This design comes from an exercise in tuning for small area, a short achievable clock period and few clock cycles on the open sky130 flow, not from production work.
No functional check of the RTL was part of any run shown here.
Power and IR drop assume default switching activity.

## flow/config.mk

```make
export PLATFORM = sky130hd
export DESIGN_NAME = softmax_top
export DESIGN_NICKNAME = softmax_top
export VERILOG_FILES = /design/flow/design.v
export SDC_FILE = /design/flow/constraint.sdc
export NUM_CORES = 4
export LEC_CHECK = 0
export CAP_MARGIN = 20
export CORE_MARGIN = 2
export CORE_UTILIZATION = 40
export SLEW_MARGIN = 20
```

## flow/constraint.sdc

```tcl
create_clock -name core_clock -period 5.5 [get_ports {clk}]
set_input_delay 1.1000 -clock core_clock [delete_from_list [all_inputs] [get_ports {clk}]]
set_output_delay 1.1000 -clock core_clock [all_outputs]
set_load 0.01 [all_outputs]
```

## flow/design.v

```verilog
package softmax_pkg;
  localparam int LANE_WIDTH = 16;
  localparam int LANES = 4;
  localparam int ADDR_WIDTH = 3;
  localparam int DEPTH = 2 ** ADDR_WIDTH;
  localparam int MAX_ROWS = DEPTH - 1;
  localparam int DIFF_WIDTH = LANE_WIDTH + 1;
  localparam int SUM_WIDTH = DIFF_WIDTH + 5;
  typedef logic signed [LANE_WIDTH-1:0] lane_t;
  typedef logic [LANES*LANE_WIDTH-1:0] row_t;
  typedef logic signed [DIFF_WIDTH-1:0] diff_t;
  typedef logic [LANES*DIFF_WIDTH-1:0] diff_row_t;
  typedef logic [ADDR_WIDTH-1:0] addr_t;
  typedef logic signed [SUM_WIDTH-1:0] sum_t;
  localparam lane_t LANE_MIN = {1'b1, {(LANE_WIDTH-1){1'b0}}};
endpackage
`timescale 1ns/10ps
module row_buffer (
  input  logic               clk,
  input  logic [softmax_pkg::MAX_ROWS-2:0] wr_slot,
  input  softmax_pkg::row_t  last_row,
  input  logic [softmax_pkg::ADDR_WIDTH-1:0] rd_idx,
  output softmax_pkg::row_t  rd_data
);
  softmax_pkg::row_t mem [0:softmax_pkg::MAX_ROWS-2];
  always_ff @(posedge clk) begin
    for (int k = 0; k < softmax_pkg::MAX_ROWS-1; k++)
      if (wr_slot[k]) mem[k] <= last_row;
  end
  always_comb begin
    rd_data = last_row;
    for (int k = 0; k < softmax_pkg::MAX_ROWS-1; k++)
      if (rd_idx == k) rd_data = mem[k];
  end
endmodule
`timescale 1ns/10ps
module row_fetch (
  input  logic               clk,
  input  logic               reset,
  input  logic               accept,
  input  softmax_pkg::addr_t start_addr,
  input  softmax_pkg::addr_t end_addr,
  input  softmax_pkg::row_t  wb_rdata,
  input  logic               wb_ack,
  output logic               wb_cyc,
  output logic               wb_stb,
  output softmax_pkg::addr_t wb_adr,
  output logic               row_valid,
  output logic               row_last,
  output logic [softmax_pkg::MAX_ROWS-2:0] row_slot,
  output softmax_pkg::row_t  last_row
);
  softmax_pkg::addr_t end_r;
  softmax_pkg::addr_t next_adr;
  logic [softmax_pkg::ADDR_WIDTH-1:0] wcnt;
  logic take;
  logic is_last;
  assign next_adr = wb_adr + 1'b1;
  assign is_last  = (next_adr == end_r);
  assign take     = wb_stb && wb_ack;
  assign wb_cyc   = wb_stb;
  always_ff @(posedge clk) begin
    if (reset) begin
      wb_stb    <= 1'b0;
      row_valid <= 1'b0;
      row_last  <= 1'b0;
      row_slot  <= '0;
    end else begin
      row_valid <= take;
      row_last  <= take && is_last;
      for (int k = 0; k < softmax_pkg::MAX_ROWS-1; k++)
        row_slot[k] <= take && (wcnt == k);
      if (accept) begin
        wb_stb <= (start_addr != end_addr);
      end else if (take && is_last) begin
        wb_stb <= 1'b0;
      end
    end
  end
  always_ff @(posedge clk) begin
    if (accept) begin
      wb_adr <= start_addr;
      end_r  <= end_addr;
      wcnt   <= '0;
    end else if (take) begin
      wb_adr <= next_adr;
      wcnt   <= wcnt + 1'b1;
    end
  end
  always_ff @(posedge clk) begin
    if (take) begin
      last_row <= wb_rdata;
    end
  end
endmodule
`timescale 1ns/10ps
module max_tree (
  input  logic               clk,
  input  logic               reset,
  input  logic               clear_max,
  input  logic               row_valid,
  input  softmax_pkg::row_t  row_data,
  output softmax_pkg::lane_t max_value
);
  localparam int C = softmax_pkg::LANES + 1;
  softmax_pkg::lane_t cand [0:C-1];
  logic [C*C-1:0] ge;
  logic [C-1:0] win;
  softmax_pkg::lane_t best;
  assign cand[0] = max_value;
  for (genvar i = 0; i < softmax_pkg::LANES; i++) begin : g_lane
    assign cand[i+1] = row_data[i*softmax_pkg::LANE_WIDTH +: softmax_pkg::LANE_WIDTH];
  end
  for (genvar i = 0; i < C; i++) begin : g_i
    for (genvar j = 0; j < C; j++) begin : g_j
      if (j > i) begin : g_cmp
        assign ge[i*C+j] = $signed(cand[i]) >= $signed(cand[j]);
      end else begin : g_none
        assign ge[i*C+j] = 1'b0;
      end
    end
  end
  always_comb begin
    for (int i = 0; i < C; i++) begin
      win[i] = 1'b1;
      for (int j = 0; j < C; j++) begin
        if (j > i) win[i] = win[i] & ge[i*C+j];
        if (j < i) win[i] = win[i] & !ge[j*C+i];
      end
    end
    best = '0;
    for (int i = 0; i < C; i++)
      best = best | (cand[i] & {softmax_pkg::LANE_WIDTH{win[i]}});
  end
  always_ff @(posedge clk) begin
    if (reset || clear_max) begin
      max_value <= softmax_pkg::LANE_MIN;
    end else if (row_valid) begin
      max_value <= best;
    end
  end
endmodule
`timescale 1ns/10ps
module max_subtract (
  input  logic                   clk,
  input  softmax_pkg::lane_t     max_value,
  input  softmax_pkg::row_t      rd_data,
  output softmax_pkg::diff_row_t out_row
);
  softmax_pkg::diff_row_t diff_next;
  for (genvar i = 0; i < softmax_pkg::LANES; i++) begin : g_lane
    assign diff_next[i*softmax_pkg::DIFF_WIDTH +: softmax_pkg::DIFF_WIDTH] =
      {rd_data[i*softmax_pkg::LANE_WIDTH + softmax_pkg::LANE_WIDTH-1],
       rd_data[i*softmax_pkg::LANE_WIDTH +: softmax_pkg::LANE_WIDTH]} -
      {max_value[softmax_pkg::LANE_WIDTH-1], max_value};
  end
  always_ff @(posedge clk) begin
    out_row <= diff_next;
  end
endmodule
`timescale 1ns/10ps
module sum_tree (
  input  logic               clk,
  input  logic               reset,
  input  logic               clear_sum,
  input  logic               row_valid,
  input  softmax_pkg::row_t  row_data,
  input  logic               sub_max,
  input  softmax_pkg::lane_t max_value,
  output softmax_pkg::sum_t  sum
);
  localparam int W = softmax_pkg::SUM_WIDTH;
  localparam int LW = softmax_pkg::LANE_WIDTH;
  logic [LW:0] pair0;
  logic [LW:0] pair1;
  logic [W-1:0] pair0_x;
  logic [W-1:0] pair1_x;
  logic [W-1:0] max4_x;
  always_ff @(posedge clk) begin
    if (reset || !row_valid) begin
      pair0 <= '0;
      pair1 <= '0;
    end else begin
      pair0 <= {row_data[LW-1], row_data[0 +: LW]} + {row_data[2*LW-1], row_data[LW +: LW]};
      pair1 <= {row_data[3*LW-1], row_data[2*LW +: LW]} + {row_data[4*LW-1], row_data[3*LW +: LW]};
    end
  end
  assign pair0_x = {{(W-LW-1){pair0[LW]}}, pair0};
  assign pair1_x = {{(W-LW-1){pair1[LW]}}, pair1};
  assign max4_x  = sub_max ? {{(W-LW-2){max_value[LW-1]}}, max_value, 2'b00} : '0;
  always_ff @(posedge clk) begin
    if (reset || clear_sum) begin
      sum <= '0;
    end else begin
      sum <= sum + pair0_x + pair1_x - max4_x;
    end
  end
endmodule
`timescale 1ns/10ps
module softmax_ctrl (
  input  logic               clk,
  input  logic               reset,
  input  logic               start,
  input  softmax_pkg::addr_t start_addr,
  input  softmax_pkg::addr_t end_addr,
  input  logic               row_last,
  output logic               accept,
  output logic               out_pass,
  output logic [softmax_pkg::ADDR_WIDTH-1:0] rd_idx,
  output logic               out_valid,
  output logic               busy,
  output logic               done
);
  logic [softmax_pkg::ADDR_WIDTH-1:0] last_idx;
  assign accept = start && !busy;
  always_ff @(posedge clk) begin
    if (reset) begin
      busy      <= 1'b0;
      done      <= 1'b0;
      out_pass  <= 1'b0;
      out_valid <= 1'b0;
    end else begin
      done      <= 1'b0;
      out_valid <= out_pass;
      if (accept) begin
        if (start_addr == end_addr) begin
          done <= 1'b1;
        end else begin
          busy <= 1'b1;
        end
      end
      if (row_last) begin
        out_pass <= 1'b1;
      end else if (out_pass && rd_idx == last_idx) begin
        out_pass <= 1'b0;
        busy     <= 1'b0;
        done     <= 1'b1;
      end
    end
  end
  always_ff @(posedge clk) begin
    if (accept) begin
      last_idx <= end_addr - start_addr - 1'b1;
    end
    if (row_last) begin
      rd_idx <= '0;
    end else if (out_pass) begin
      rd_idx <= rd_idx + 1'b1;
    end
  end
endmodule
`timescale 1ns/10ps
module softmax_top (
  input  logic                   clk,
  input  logic                   reset,
  input  logic                   start,
  input  softmax_pkg::addr_t     start_addr,
  input  softmax_pkg::addr_t     end_addr,
  output logic                   wb_cyc,
  output logic                   wb_stb,
  output softmax_pkg::addr_t     wb_adr,
  input  softmax_pkg::row_t      wb_rdata,
  input  logic                   wb_ack,
  output logic                   out_valid,
  output softmax_pkg::diff_row_t out_row,
  output softmax_pkg::sum_t      sum,
  output logic                   busy,
  output logic                   done
);
  logic  accept;
  logic  row_valid;
  logic  row_last;
  logic [softmax_pkg::MAX_ROWS-2:0] row_slot;
  softmax_pkg::row_t  last_row;
  logic  out_pass;
  logic [softmax_pkg::ADDR_WIDTH-1:0] rd_idx;
  softmax_pkg::row_t  rd_data;
  softmax_pkg::lane_t max_value;
  softmax_ctrl u_ctrl (
    .clk        (clk),
    .reset      (reset),
    .start      (start),
    .start_addr (start_addr),
    .end_addr   (end_addr),
    .row_last   (row_last),
    .accept     (accept),
    .out_pass   (out_pass),
    .rd_idx     (rd_idx),
    .out_valid  (out_valid),
    .busy       (busy),
    .done       (done)
  );
  row_fetch u_fetch (
    .clk        (clk),
    .reset      (reset),
    .accept     (accept),
    .start_addr (start_addr),
    .end_addr   (end_addr),
    .wb_rdata   (wb_rdata),
    .wb_ack     (wb_ack),
    .wb_cyc     (wb_cyc),
    .wb_stb     (wb_stb),
    .wb_adr     (wb_adr),
    .row_valid  (row_valid),
    .row_last   (row_last),
    .row_slot   (row_slot),
    .last_row   (last_row)
  );
  row_buffer u_buffer (
    .clk      (clk),
    .wr_slot  (row_slot),
    .last_row (last_row),
    .rd_idx   (rd_idx),
    .rd_data  (rd_data)
  );
  max_tree u_max (
    .clk       (clk),
    .reset     (reset),
    .clear_max (done),
    .row_valid (row_valid),
    .row_data  (last_row),
    .max_value (max_value)
  );
  max_subtract u_sub (
    .clk       (clk),
    .max_value (max_value),
    .rd_data   (rd_data),
    .out_row   (out_row)
  );
  sum_tree u_sum (
    .clk       (clk),
    .reset     (reset),
    .clear_sum (accept),
    .row_valid (row_valid),
    .row_data  (last_row),
    .sub_max   (out_pass),
    .max_value (max_value),
    .sum       (sum)
  );
endmodule
```

## flow/run.sh

```bash
#!/bin/bash
# synth_recipe.tcl (not shown) runs the flow's synth.tcl, then flattens the netlist and writes it again
# the make line also repeats each setting of config.mk as NAME=value (left out here)
make -C /OpenROAD-flow-scripts/flow DESIGN_CONFIG=/design/flow/config.mk WORK_HOME=/design/flow/orfs CLKGATE_MAP_FILE= SYNTH_SCRIPT=/design/flow/synth_recipe.tcl finish
```

==> results.toml, run 1 <==
[status]
status = "no timing/DRC/antenna violations"

[logic_synthesis]
synth_top_area_cell = "edfxtp_1"
syn-cell-area_mm2 = 0.0318
synth_cells = 2854
synth-edff-count = 457
synth_fa_ha_area_frac = 0.143
synth_ff_type = "edfxtp_1"
synth_top_area_frac = 0.432
syn_nets = 3264
synth_area_leaders = "edfxtp_1 43%, ha_1 11%, dfxtp_1 10%"
yosysSeqAreaShare = 0.532
synth_compound_area_frac = 0.135
syn_avg_cell_area_um2 = 11.1
yosys_warnings = 8
synthMuxAreaShare = 0.0242
synthArstFlopShare = 0
synth_top_family_by_area = "adder cells"
ys_ff_latch = 616
synth-simple-area-share = 0.0988
synth_xor_area_frac = 0.0278
synth.distinct_cells = 77

[setup_path]
cp_slowest_stage_delay_ps = 600
crit_fanout = 36
path_delay_family = "compound AO/OA/AOI/OAI gates"
cp_num_buf_inv = 3
cp.required_ps = 6040
start_kind = "flop"
timing.rr.end = "u_sub.out_row[32]$_DFF_P_"
crit_type = "reg -> reg"
rrSetupSlack_ps = 590
crit_cells = 21
crit_end = "u_sub.out_row[32]$_DFF_P_"
crit_slowest_cell = "o41ai_1"
cp_cell_sequence = "inv_1, ha_1, nand2b_4, buf_12, mux2i_1, a211oi_1, a21oi_1, nor2_1, a21oi_1, o21ai_0, mux2i_1, ha_1, inv_1, a21oi_1, o21ai_0, o41ai_1, o21ai_0, o41ai_1, o2111ai_1, a21oi_1, xnor2_1"
worstReg2RegStart = "u_ctrl.rd_idx[0]$_SDFFE_PP0P_"
crit_path_frequent_cell = "a21oi_1"
end_kind = "flop"
crit_start = "u_ctrl.rd_idx[0]$_SDFFE_PP0P_"
worstPathArrival_ps = 5460
reg2reg_depth = 21

[routing]
routed_wl_um = 94200
drc = 0
wl_met3_um = 5320
dr.pass1.iters = 5
wl_per_cell_um = 22.6
drtIter0Drc = 1847
viasPerCell = 5.47
maxUsedRoutingLayer = "met5"
antenna_left = 0
routed-wl-met2_um = 43600
m1WireLength_um = 41000
dr_total_vias = 22800

[sta]
skew_ps = 29.3
hold_viol = 0
period_share = 0.893
rsz0062_at_grt = "no"
relSlewSlack = 0.254
worstMarginPinSlew_ps = 1120
finalSetupViolCount = 0
min_period_ps = 4910
fin_tns_setup_ps = 0
finalMaxSlewViolations = 0
max_freq_ghz = 0.204

[global_routing]
track_usage = 0.228
grt_pass1_wl_um = 140000
grt_pass1_vias = 22600
antenna_found_initial = 1
grt_start_max_net_pins = 78
grt_overflow = 0

[pwr]
power.leakage_nw = 14.6
vdd_drop_max_mv = 0.300
power_mw = 19.4
power.density_mw_per_mm2 = 521

[finish]
drive_gt1_frac = 0.0649
final_net_count = 3471
syn2layout_area_growth_pct = 17.0
mostFrequentLayoutCells = "457 x edfxtp_1, 338 x nor2_1, 291 x ha_1, 288 x a21oi_1, 237 x inv_1"
layout_commonest_cell = "edfxtp_1"

[clock_network]
clock_latency_ps = 620
clockBufferDepth = 3
root_buffer = "clkbuf_16"
cts_setup_buffers = 0
clock-sinks = 616
clkTransAtPathRegs_ps = 60
htree_levels = 3
cts.repair.resized = 0
cts_hold_buf = 0
numCtsBuffers = 69
cts_tree = "done"

[place]
dp.final_hpwl_um = 67500
io_buffer_count = 171
gp_congestion = 0.920

[floorplanning]
die_area_mm2 = 0.0818
die_x_um = 286
die_h_um = 286
coreArea_mm2 = 0.0789
start_util = 0.403
rows = 103
io-pin-count = 172

[min_path]
hold_path_class = "reg -> reg"

[run]
drv_cap = 0
==> metrics by stage <==
stage	std cells	instance area (µm²)	hold slack (ps)	setup slack (ps)	util
floorplan	2854	31800	433	986	-
global placement	4040	35000	479	699	0.444
detailed placement	4040	35000	505	624	0.444
CTS	4163	37200	513	608	0.472
global route	4163	37200	541	167	0.472
finish	4164	37200	513	588	0.472
==> tightest hold or removal path: stages (launching register included) <==
cell	delay, ps
dfxtp_1	340
nand2_1	70
a21oi_1	60
==> cell usage after synthesis (5+ instances only) <==
cell type / instances
a21oi_1: 288
nand3_1: 42
dfxtp_1: 159
edfxtp_1: 457
o21ai_0: 125
xor2_1: 21
nand4_1: 28
or3_1: 5
buf_1: 15
a211o_1: 14
fa_1: 44
a21o_1: 27
nor2b_1: 31
o211ai_1: 11
a31oi_1: 14
inv_1: 238
nor4_1: 5
and2_1: 9
o21bai_1: 12
a211oi_1: 83
nand2b_1: 23
o21a_1: 15
nand2_1: 135
o2111ai_1: 5
xnor2_1: 80
o31ai_1: 6
o2bb2ai_1: 6
nor3b_1: 5
o41ai_1: 8
ha_1: 292
nor3_1: 39
a221o_2: 5
a2111oi_0: 8
a22o_1: 10
mux2i_1: 73
clkbuf_1: 82
a32oi_1: 15
and3_1: 8
nor2_1: 338
==> flip-flops by register name, summed over array words and instances, names as in the netlist <==
name and count:
u_buffer.mem 384, u_ctrl.busy 1, u_ctrl.done 1, u_ctrl.last_idx 3
u_ctrl.out_pass 1, u_ctrl.out_valid 1, u_ctrl.rd_idx 3, u_fetch.end_r 3
u_fetch.last_row 64, u_fetch.row_last 1, u_fetch.row_slot 6, u_fetch.row_valid 1
u_fetch.wb_adr 3, u_fetch.wb_stb 1, u_fetch.wcnt 3, u_max.max_value 16
u_sub.out_row 68, u_sum.pair0 17, u_sum.pair1 17, u_sum.sum 22
==> logic make-up after synthesis <==
family                   Yosys count
adder cells (fa/ha/maj)          336
buffers and inverters            339
AND/OR/NAND/NOR                  696
XOR/XNOR                         101
multiplexers                      76
flip-flops                       616
AO/OA/AOI/OAI                    690
==> worst min path at each step <==
stage | startpoint | end | slack [ps] | cells past startpoint
2_1_floorplan | u_fetch.row_last$_SDFF_PP0_ | u_ctrl.rd_idx[1]$_SDFFE_PP0P_ | 430 | 1
3_3_place_gp | u_fetch.wcnt[1]$_SDFFE_PP0P_ | u_fetch.wcnt[1]$_SDFFE_PP0P_ | 480 | 2
3_5_place_dp | u_ctrl.busy$_SDFF_PP0_ | u_ctrl.busy$_SDFF_PP0_ | 500 | 2
4_1_cts | u_fetch.wcnt[1]$_SDFFE_PP0P_ | u_fetch.wcnt[1]$_SDFFE_PP0P_ | 510 | 2
5_1_grt | u_ctrl.busy$_SDFF_PP0_ | u_ctrl.busy$_SDFF_PP0_ | 540 | 2
6_report | u_fetch.wcnt[1]$_SDFFE_PP0P_ | u_fetch.wcnt[1]$_SDFFE_PP0P_ | 510 | 2
==> power breakdown <==
part | leakage (nW) | internal [mW] | total [mW] | switching (mW)
combinational | 8.06 | 3.91 | 9.18 | 5.26
clock | 1.08 | 2.64 | 4.54 | 1.90
sequential | 5.45 | 5.47 | 5.69 | 0.226
==> per-layer routing <==
| metal | vias up | global-route usage |
|---|---|---|
| li1 | 10700 | - |
| met1 | 11100 | 0.303 |
| met2 | 753 | 0.370 |
| met3 | 176 | 0.0321 |
| met4 | 2 | 0.110 |
| met5 | - | 0 |
==> layout make-up <==
| class | instances | area [µm²] |
|---|---|---|
| tap | 1050 | 1310 |
| fill | 7265 | 41600 |
| clock buffer | 95 | 1910 |
| multi-input combinational | 1899 | 13600 |
| clock inverter | 28 | 309 |
| inverter | 238 | 893 |
| sequential | 616 | 16900 |
| antenna | 1 | 2.50 |
| timing repair buffer | 237 | 2230 |
==> inputs of run 2 (changes only) <==
--- a/flow/design.v
+++ b/flow/design.v
@@ -19,18 +19,19 @@
   input  logic               clk,
   input  logic [softmax_pkg::MAX_ROWS-2:0] wr_slot,
   input  softmax_pkg::row_t  last_row,
-  input  logic [softmax_pkg::ADDR_WIDTH-1:0] rd_idx,
+  input  logic [softmax_pkg::MAX_ROWS-1:0] rd_sel,
   output softmax_pkg::row_t  rd_data
 );
+  localparam int RBITS = softmax_pkg::LANES * softmax_pkg::LANE_WIDTH;
   softmax_pkg::row_t mem [0:softmax_pkg::MAX_ROWS-2];
   always_ff @(posedge clk) begin
     for (int k = 0; k < softmax_pkg::MAX_ROWS-1; k++)
       if (wr_slot[k]) mem[k] <= last_row;
   end
   always_comb begin
-    rd_data = last_row;
+    rd_data = last_row & {RBITS{rd_sel[softmax_pkg::MAX_ROWS-1]}};
     for (int k = 0; k < softmax_pkg::MAX_ROWS-1; k++)
-      if (rd_idx == k) rd_data = mem[k];
+      rd_data = rd_data | (mem[k] & {RBITS{rd_sel[k]}});
   end
 endmodule
 `timescale 1ns/10ps
@@ -94,6 +95,35 @@
   end
 endmodule
 `timescale 1ns/10ps
+module lane_ge (
+  input  softmax_pkg::lane_t a,
+  input  softmax_pkg::lane_t b,
+  output logic               ge
+);
+  localparam int W = softmax_pkg::LANE_WIDTH;
+  localparam int L = $clog2(W + 1);
+  logic [W-1:0] ua;
+  logic [W-1:0] nb;
+  logic [W:0] g [0:L];
+  logic [W:0] p [0:L];
+  assign ua = {~a[W-1], a[W-2:0]};
+  assign nb = ~{~b[W-1], b[W-2:0]};
+  assign g[0] = {ua & nb, 1'b1};
+  assign p[0] = {ua ^ nb, 1'b0};
+  for (genvar l = 0; l < L; l++) begin : g_lvl
+    for (genvar i = 0; i <= W; i++) begin : g_bit
+      if (((i >> l) & 1) == 1) begin : g_merge
+        localparam int J = ((i >> l) << l) - 1;
+        assign g[l+1][i] = g[l][i] | (p[l][i] & g[l][J]);
+        assign p[l+1][i] = p[l][i] & p[l][J];
+      end else begin : g_pass
+        assign g[l+1][i] = g[l][i];
+        assign p[l+1][i] = p[l][i];
+      end
+    end
+  end
+  assign ge = g[L][W];
+endmodule
 module max_tree (
   input  logic               clk,
   input  logic               reset,
@@ -114,7 +144,7 @@
   for (genvar i = 0; i < C; i++) begin : g_i
     for (genvar j = 0; j < C; j++) begin : g_j
       if (j > i) begin : g_cmp
-        assign ge[i*C+j] = $signed(cand[i]) >= $signed(cand[j]);
+        lane_ge u_ge (.a(cand[i]), .b(cand[j]), .ge(ge[i*C+j]));
       end else begin : g_none
         assign ge[i*C+j] = 1'b0;
       end
@@ -141,18 +171,51 @@
   end
 endmodule
 `timescale 1ns/10ps
+module pfx_add #(
+  parameter int W = 16
+) (
+  input  logic [W-1:0] a,
+  input  logic [W-1:0] b,
+  input  logic         cin,
+  output logic [W-1:0] s
+);
+  localparam int L = $clog2(W + 1);
+  logic [W:0] g [0:L];
+  logic [W:0] p [0:L];
+  logic [W-1:0] h;
+  assign h = a ^ b;
+  assign g[0] = {a & b, cin};
+  assign p[0] = {h, 1'b0};
+  for (genvar l = 0; l < L; l++) begin : g_lvl
+    for (genvar i = 0; i <= W; i++) begin : g_bit
+      if (((i >> l) & 1) == 1) begin : g_merge
+        localparam int J = ((i >> l) << l) - 1;
+        assign g[l+1][i] = g[l][i] | (p[l][i] & g[l][J]);
+        assign p[l+1][i] = p[l][i] & p[l][J];
+      end else begin : g_pass
+        assign g[l+1][i] = g[l][i];
+        assign p[l+1][i] = p[l][i];
+      end
+    end
+  end
+  assign s = h ^ g[L][W-1:0];
+endmodule
 module max_subtract (
   input  logic                   clk,
   input  softmax_pkg::lane_t     max_value,
   input  softmax_pkg::row_t      rd_data,
   output softmax_pkg::diff_row_t out_row
 );
+  localparam int LW = softmax_pkg::LANE_WIDTH;
+  localparam int DW = softmax_pkg::DIFF_WIDTH;
   softmax_pkg::diff_row_t diff_next;
   for (genvar i = 0; i < softmax_pkg::LANES; i++) begin : g_lane
-    assign diff_next[i*softmax_pkg::DIFF_WIDTH +: softmax_pkg::DIFF_WIDTH] =
-      {rd_data[i*softmax_pkg::LANE_WIDTH + softmax_pkg::LANE_WIDTH-1],
-       rd_data[i*softmax_pkg::LANE_WIDTH +: softmax_pkg::LANE_WIDTH]} -
-      {max_value[softmax_pkg::LANE_WIDTH-1], max_value};
+    pfx_add #(.W(DW)) u_sub (
+      .a   ({rd_data[i*LW + LW-1], rd_data[i*LW +: LW]}),
+      .b   (~{max_value[LW-1], max_value}),
+      .cin (1'b1),
+      .s   (diff_next[i*DW +: DW])
+    );
   end
   always_ff @(posedge clk) begin
     out_row <= diff_next;
@@ -171,28 +234,40 @@
 );
   localparam int W = softmax_pkg::SUM_WIDTH;
   localparam int LW = softmax_pkg::LANE_WIDTH;
-  logic [LW:0] pair0;
-  logic [LW:0] pair1;
-  logic [W-1:0] pair0_x;
-  logic [W-1:0] pair1_x;
+  localparam int RW = LW + 2;
+  logic [RW-1:0] lane_x [0:3];
+  logic [RW-1:0] r1s, r1c, r2s, r2c;
+  logic [RW-1:0] row_next;
+  logic [RW-1:0] row_sum;
+  logic [W-1:0] row_x;
   logic [W-1:0] max4_x;
+  logic [W-1:0] t1s, t1c;
+  logic [W-1:0] sum_next;
+  for (genvar i = 0; i < 4; i++) begin : g_lane
+    assign lane_x[i] = {{2{row_data[i*LW + LW-1]}}, row_data[i*LW +: LW]};
+  end
+  assign r1s = lane_x[0] ^ lane_x[1] ^ lane_x[2];
+  assign r1c = {((lane_x[0] & lane_x[1]) | (lane_x[0] & lane_x[2]) | (lane_x[1] & lane_x[2])), 1'b0};
+  assign r2s = r1s ^ r1c ^ lane_x[3];
+  assign r2c = {((r1s & r1c) | (r1s & lane_x[3]) | (r1c & lane_x[3])), 1'b0};
+  pfx_add #(.W(RW)) u_row (.a(r2s), .b(r2c), .cin(1'b0), .s(row_next));
   always_ff @(posedge clk) begin
     if (reset || !row_valid) begin
-      pair0 <= '0;
-      pair1 <= '0;
+      row_sum <= '0;
     end else begin
-      pair0 <= {row_data[LW-1], row_data[0 +: LW]} + {row_data[2*LW-1], row_data[LW +: LW]};
-      pair1 <= {row_data[3*LW-1], row_data[2*LW +: LW]} + {row_data[4*LW-1], row_data[3*LW +: LW]};
+      row_sum <= row_next;
     end
   end
-  assign pair0_x = {{(W-LW-1){pair0[LW]}}, pair0};
-  assign pair1_x = {{(W-LW-1){pair1[LW]}}, pair1};
-  assign max4_x  = sub_max ? {{(W-LW-2){max_value[LW-1]}}, max_value, 2'b00} : '0;
+  assign row_x  = {{(W-RW){row_sum[RW-1]}}, row_sum};
+  assign max4_x = sub_max ? ~{{(W-LW-2){max_value[LW-1]}}, max_value, 2'b00} : '0;
+  assign t1s = sum ^ row_x ^ max4_x;
+  assign t1c = {((sum & row_x) | (sum & max4_x) | (row_x & max4_x)), 1'b0};
+  pfx_add #(.W(W)) u_acc (.a(t1s), .b(t1c), .cin(sub_max), .s(sum_next));
   always_ff @(posedge clk) begin
     if (reset || clear_sum) begin
       sum <= '0;
     end else begin
-      sum <= sum + pair0_x + pair1_x - max4_x;
+      sum <= sum_next;
     end
   end
 endmodule
@@ -206,13 +281,16 @@
   input  logic               row_last,
   output logic               accept,
   output logic               out_pass,
-  output logic [softmax_pkg::ADDR_WIDTH-1:0] rd_idx,
+  output logic [softmax_pkg::MAX_ROWS-1:0] rd_sel,
   output logic               out_valid,
   output logic               busy,
   output logic               done
 );
-  logic [softmax_pkg::ADDR_WIDTH-1:0] last_idx;
+  localparam int R = softmax_pkg::MAX_ROWS;
+  softmax_pkg::addr_t len_m1;
+  logic [R-1:0] last_sel;
   assign accept = start && !busy;
+  assign len_m1 = end_addr - start_addr - 1'b1;
   always_ff @(posedge clk) begin
     if (reset) begin
       busy      <= 1'b0;
@@ -231,7 +309,7 @@
       end
       if (row_last) begin
         out_pass <= 1'b1;
-      end else if (out_pass && rd_idx == last_idx) begin
+      end else if (out_pass && (rd_sel & last_sel) != '0) begin
         out_pass <= 1'b0;
         busy     <= 1'b0;
         done     <= 1'b1;
@@ -240,12 +318,13 @@
   end
   always_ff @(posedge clk) begin
     if (accept) begin
-      last_idx <= end_addr - start_addr - 1'b1;
+      for (int k = 0; k < R; k++)
+        last_sel[k] <= (len_m1 == k);
     end
     if (row_last) begin
-      rd_idx <= '0;
+      rd_sel <= {{(R-1){1'b0}}, 1'b1};
     end else if (out_pass) begin
-      rd_idx <= rd_idx + 1'b1;
+      rd_sel <= {rd_sel[R-2:0], 1'b0};
     end
   end
 endmodule
@@ -273,7 +352,7 @@
   logic [softmax_pkg::MAX_ROWS-2:0] row_slot;
   softmax_pkg::row_t  last_row;
   logic  out_pass;
-  logic [softmax_pkg::ADDR_WIDTH-1:0] rd_idx;
+  logic [softmax_pkg::MAX_ROWS-1:0] rd_sel;
   softmax_pkg::row_t  rd_data;
   softmax_pkg::lane_t max_value;
   softmax_ctrl u_ctrl (
@@ -285,7 +364,7 @@
     .row_last   (row_last),
     .accept     (accept),
     .out_pass   (out_pass),
-    .rd_idx     (rd_idx),
+    .rd_sel     (rd_sel),
     .out_valid  (out_valid),
     .busy       (busy),
     .done       (done)
@@ -310,7 +389,7 @@
     .clk      (clk),
     .wr_slot  (row_slot),
     .last_row (last_row),
-    .rd_idx   (rd_idx),
+    .rd_sel   (rd_sel),
     .rd_data  (rd_data)
   );
   max_tree u_max (
==> results.toml, run 2 <==
[status]
status = "no timing/DRC/antenna violations"

[logic_synthesis]
synth.distinct_cells = 60
synth_area_leaders = "edfxtp_1 48%, ha_1 11%, dfxtp_1 10%"
syn_avg_cell_area_um2 = 13.6
synth_ff_type = "edfxtp_1"
yosysSeqAreaShare = 0.587
syn_nets = 2517
synth-edff-count = 461
synth_common_cells = "461 x edfxtp_1, 257 x ha_1, 174 x inv_1"
ys_ff_latch = 608
syn-cell-area_mm2 = 0.0286
synth_top_area_cell = "edfxtp_1"
yosys_warnings = 22
synthArstFlopShare = 0
synth_cells = 2108
synth_top_area_frac = 0.484
yosysMostFrequentCell = "edfxtp_1"

[global_routing]
busiest_layer = "met2"
grt_pass1_wl_um = 121000
met1_usage = 0.277
gr-usage-met2 = 0.381
track_usage = 0.219
antenna_found_initial = 1
grt_pass1_vias = 19100
grt_start_max_net_pins = 50
grt_overflow = 0
gr-usage-met3 = 0.0326

[floorplanning]
io-pin-count = 172
die_h_um = 271
die_x_um = 271
die_area_mm2 = 0.0736
rows = 98
coreArea_mm2 = 0.0711
start_util = 0.402

[place]
dp.cells = 3207
dp.final_hpwl_um = 56600
io_buffer_count = 171
gp_congestion = 0.901

[clock_network]
clock_latency_ps = 630
clockBufferDepth = 3
clkTransAtPathRegs_ps = 60
htree_levels = 3
cts_hold_buf = 0
cts_tree = "done"
cts.repair.resized = 0
cts_setup_buffers = 0
clock-sinks = 608
root_buffer = "clkbuf_16"
numCtsBuffers = 69

[routing]
dr_total_vias = 18800
routed_wl_um = 81300
drtIter0Drc = 1758
wl_per_cell_um = 24.4
dr.pass1.iters = 9
drc = 0
antenna_left = 0
viasPerCell = 5.64

[sta]
finalMaxSlewViolations = 0
hold_viol = 0
min_period_ps = 4650
fin_tns_setup_ps = 0
rsz0062_at_grt = "no"
period_share = 0.845
max_freq_ghz = 0.215
worstMarginPinSlew_ps = 1170
relSlewSlack = 0.220
finalSetupViolCount = 0
skew_ps = 26.6

[finish]
largest_reg_flops = 384
regMostFlops = "u_buffer.mem"
top_regs = "u_buffer.mem: 384 flops, u_sub.out_row: 68 flops, u_fetch.last_row: 64 flops"
drive_gt1_frac = 0.0696
layout_commonest_cell = "edfxtp_1"
final_net_count = 2738
syn2layout_area_growth_pct = 18.2
post-route-util = 0.475
final_cells = 3337
mostFrequentLayoutCells = "461 x edfxtp_1, 257 x ha_1, 173 x inv_1, 171 x clkdlybuf4s50_1, 145 x a22oi_1"

[setup_path]
crit_fanout = 10
cp.required_ps = 6000
worstReg2RegStart = "u_max.max_value[1]$_SDFFE_PP0P_"
end_kind = "flop"
crit_type = "reg -> reg"
crit_start = "u_max.max_value[1]$_SDFFE_PP0P_"
worstPathArrival_ps = 5150
start_kind = "flop"

[pwr]
power.leakage_nw = 13.1
vdd_drop_max_mv = 0.278
power.density_mw_per_mm2 = 392

[run]
drv_cap = 0

[min_path]
min_from = "u_ctrl.out_pass$_SDFFE_PP0P_"
hold_path_class = "reg -> reg"
## run 2: changes by cell type after synthesis, sizes merged, moves of 38 or more
cell | before | now
nor2 | 340 | 77
a21oi | 288 | 79
a22oi | 1 | 145
o21ai | 127 | 45
a222oi | 0 | 80
a211oi | 83 | 8
mux2i | 73 | 7
inv | 238 | 174
nand2 | 136 | 74
clkbuf | 82 | 44
## run 2: critical path: stages (launching register included)
cell	delay, ps
dfxtp_1	710
inv_1	290
ha_1	350
nor2b_1	130
o21a_1	220
o21ai_0	240
a21oi_1	200
a211oi_1	880
o21ai_0	400
a21oi_1	300
o21bai_1	150
a21o_1	210
fa_1	440
## run 2: power by group
group / switching, mW / internal, mW
Combinational: 1.87 / 1.48
Sequential: 0.205 / 5.27
Clock: 1.87 / 2.56
Total: 3.94 / 9.31
## run 2: layout make-up
cell class,count,area [µm²]
antenna,1,2.50
multi-input combinational,1259,10900
fill,6286,37300
clock inverter,30,243
timing repair buffer,216,2070
inverter,175,658
tap,950,1190
sequential,608,16800
clock buffer,98,1960
## run 2: logic make-up (layout without fill, tap and decap cells)
kind of cell	count (synthesis)	count (layout)	synth area share
flops	608	608	0.587
compound gates	471	471	0.122
mux	7	7	0.00245
buf+inv	241	519	0.0328
other cells	0	1	0
xor+xnor	78	78	0.0239
fa+ha+maj	335	335	0.167
simple gates	368	368	0.0648
## run 2: final timing paths
check        cells past startpoint                            to  slack, ps
min reg2reg                      2  u_ctrl.out_pass$_SDFFE_PP0P_        490
max                             12     u_sub.out_row[49]$_DFF_P_        850
max reg2reg                     12     u_sub.out_row[49]$_DFF_P_        850
min                              2  u_ctrl.out_pass$_SDFFE_PP0P_        490
## run 2: metrics by stage
| step | area [µm²] | worst slack [ps] | hold slack, ps | total power, mW |
|---|---|---|---|---|
| 2_1_floorplan | 28600 | 1660 | 469 | 7.34 |
| 3_3_place_gp | 31600 | 1030 | 470 | 8.90 |
| 3_5_place_dp | 31600 | 966 | 485 | 8.94 |
| 4_1_cts | 33800 | 928 | 496 | 13.4 |
| 5_1_grt | 33800 | 613 | 525 | 13.8 |
| 6_report | 33800 | 854 | 489 | 13.3 |
## run 2: metal layers
layer | up-vias | share of wire
met1 | 9524 | 0.41
met3 | 146 | 0.054
met4 | 0 | 0.029
met5 | - | 0
met2 | 686 | 0.51
li1 | 8470 | -
==> inputs of run 3 (changes only) <==
--- a/flow/config.mk
+++ b/flow/config.mk
@@ -8,4 +8,5 @@
 export CAP_MARGIN = 20
 export CORE_MARGIN = 2
 export CORE_UTILIZATION = 40
+export SETUP_SLACK_MARGIN = 3.0
 export SLEW_MARGIN = 20
==> results.toml, run 3 <==
[status]
status = "no timing/DRC/antenna violations"

[logic_synthesis]
syn_nets = 2517
synth_cells = 2108
synth_area_leaders = "edfxtp_1 48%, ha_1 11%, dfxtp_1 10%"
ys_ff_latch = 608
yosysMostFrequentCell = "edfxtp_1"
syn_avg_cell_area_um2 = 13.6
synth_ff_type = "edfxtp_1"
synthArstFlopShare = 0
synth_common_cells = "461 x edfxtp_1, 257 x ha_1, 174 x inv_1"
yosys_warnings = 22
synth_top_area_frac = 0.484
synth.distinct_cells = 60
yosysSeqAreaShare = 0.587
synth-edff-count = 461
syn-cell-area_mm2 = 0.0286
synth_top_area_cell = "edfxtp_1"

[sta]
fin_tns_setup_ps = 0
period_share = 0.692
max_freq_ghz = 0.263
relSlewSlack = 0.250
hold_slack_ps = 508
worstMarginPinSlew_ps = 1120
finalMaxSlewViolations = 0
fin_ws_ps = 1690
skew_ps = 33.5
hold_viol = 0
finalSetupViolCount = 0
min_period_ps = 3810
rsz0062_at_grt = "yes"

[pwr]
power.density_mw_per_mm2 = 399
netSwitchingPower_mw = 4.73
power.leakage_nw = 15.2
combinationalPowerShare = 0.337
power_mw = 15.1
clockPowerShare = 0.302
swShare = 0.312
vdd_drop_max_mv = 0.262
p_seq_frac = 0.361
power.internal_mw = 10.4

[routing]
routed_wl_um = 92500
drc = 0
dr_total_vias = 20200
drtIter0Drc = 2192
antenna_left = 0
dr.pass1.iters = 8
viasPerCell = 5.61
wl_per_cell_um = 25.7

[min_path]
min_from = "u_fetch.wcnt[1]$_SDFFE_PP0P_"
hold_depth = 2
min_to = "u_fetch.wcnt[1]$_SDFFE_PP0P_"
hold_path_class = "reg -> reg"

[setup_path]
end_kind = "flop"
timing.rr.end = "u_sub.out_row[49]$_DFF_P_"
cp.required_ps = 6020
rrSetupSlack_ps = 1690
worstReg2RegStart = "u_fetch.last_row[33]$_DFFE_PP_"
start_kind = "flop"
crit_fanout = 7
reg2reg_depth = 15
worstPathArrival_ps = 4330
crit_type = "reg -> reg"

[floorplanning]
start_util = 0.402
die_area_mm2 = 0.0736
rows = 98
coreArea_mm2 = 0.0711
die_x_um = 271
die_h_um = 271
io-pin-count = 172

[finish]
final_cells = 3595
diodes = 0
syn2layout_area_growth_pct = 32.7
stdcell_area_mm2 = 0.0380
largest_reg_flops = 384
layout_commonest_cell = "edfxtp_1"
regMostFlops = "u_buffer.mem"
post-route-util = 0.534
final_net_count = 2996
drive_gt1_frac = 0.259
mostFrequentLayoutCells = "461 x edfxtp_1, 228 x ha_1, 178 x buf_4, 141 x inv_1, 139 x a22oi_1"
top_regs = "u_buffer.mem: 384 flops, u_sub.out_row: 68 flops, u_fetch.last_row: 64 flops"

[place]
gp_congestion = 0.888
io_buffer_count = 171
placed_cell_area_mm2 = 0.0319
dp.cells = 3194
dp.final_hpwl_um = 55400
place_ws_ps = 1330

[run]
drv_cap = 0

[global_routing]
antenna_found_initial = 0
grt_pass1_wl_um = 135000
grt_start_max_net_pins = 40
grt_overflow = 0
grt_pass1_vias = 20800
track_usage = 0.247

[clock_network]
numCtsBuffers = 70
cts_hold_buf = 0
htree_levels = 3
root_buffer = "clkbuf_16"
clockBufferDepth = 3
cts_tree = "done"
clkTransAtPathRegs_ps = 60
clock_latency_ps = 650
clock-sinks = 608
run 3: cell counts after synthesis:
Identical to the previous run, type by type.
run 3: cell type report:
cell class	instances	area, µm²
sequential	608	16900
fill	5931	33200
multi-input combinational	1259	12400
clock inverter	35	369
timing repair inverter	1	7.51
clock buffer	95	1890
inverter	175	716
tap	950	1190
timing repair buffer	472	4510
run 3: metal layers:
metal  wire, µm  GRT usage  vias up
met1      36100      0.307    10100
met5          0          0        -
met3       5880     0.0395      226
li1           -          -     8977
met4       5130      0.117        0
met2      45400      0.421      854
run 3: critical path, cell delays in order, from the launching register on:
cell and delay [ps]:
edfxtp_1 400, buf_4 170, buf_6 120, a222oi_1 280, nand3_1 210, ha_1 360
nor2b_1 140, o21a_1 230, o21ai_2 200, a21oi_4 120, a211oi_4 410, o21ai_2 140
a21oi_2 200, o21bai_2 90, a21o_1 190, fa_1 430
run 3: how the worst max path moves through the flow:
stage                              endpoint  cells past startpoint                      startpoint
6_report          u_sub.out_row[49]$_DFF_P_                     15  u_fetch.last_row[33]$_DFFE_PP_
5_1_grt           u_sub.out_row[49]$_DFF_P_                     15  u_fetch.last_row[33]$_DFFE_PP_
4_1_cts        u_sum.row_sum[15]$_SDFF_PP0_                     14   u_fetch.last_row[1]$_DFFE_PP_
3_5_place_dp      u_sub.out_row[32]$_DFF_P_                     12   u_ctrl.rd_sel[2]$_SDFFE_PP0P_
3_3_place_gp      u_sub.out_row[49]$_DFF_P_                     12   u_ctrl.rd_sel[2]$_SDFFE_PP0P_
2_1_floorplan  u_sum.row_sum[15]$_SDFF_PP0_                     14  u_fetch.last_row[33]$_DFFE_PP_
run 3: power by group through the flow:
stage / sequential [mW] / combinational, mW / clock (mW)
floorplan: 5.62 / 1.89 / 0
global placement: 5.62 / 3.40 / 0
detailed placement: 5.62 / 3.42 / 0
CTS: 5.48 / 4.34 / 4.63
global route: 5.50 / 5.43 / 4.83
finish: 5.47 / 5.10 / 4.57
run 3: cells by family (layout without fill, tap and decap cells):
kind of cell / count (synthesis) / in the layout / synth area share
xor gates and xnor gates: 78 / 78 / 0.0239
AOI/OAI and AO/OA: 471 / 471 / 0.122
buffers and inverters: 241 / 778 / 0.0328
DFF: 608 / 608 / 0.587
muxes: 7 / 7 / 0.00245
and+or+nand+nor: 368 / 368 / 0.0648
adders and majority gates: 335 / 335 / 0.167
run 3: what timing repair did:
action,in CTS,in global routing
buffers inserted,239,27
pin swaps,104,92
gates cloned,5,0
setup endpoints to repair,275,114
resized for setup,316,143

==> re-timing with driven ports <==
The results above use ideal ports. As a check the final layouts listed here were re-extracted and re-timed, cells and wires unchanged.
Step 1: set_driving_cell puts a clkbuf_16 on clk and a buf_2 on each other input, an assumption about the parent block.
Step 2 times the ports against the registers' clock, not the clock port: input delays grow and output delays shrink by t, the midpoint of the rising clock arrivals with the driver on.
a / b / c = no drivers / after step 1 / after step 2; a / b = the first two.
run	t, ns	setup WS [ns]	cell pins on the clock port's net
run 1	0.671	0.588 / 0.588 / 0.588	1
run 2	0.680	0.854 / 0.854 / 0.854	1
run 3	0.700	1.694 / 1.694 / 1.694	1
After both steps every run listed still meets setup and hold.
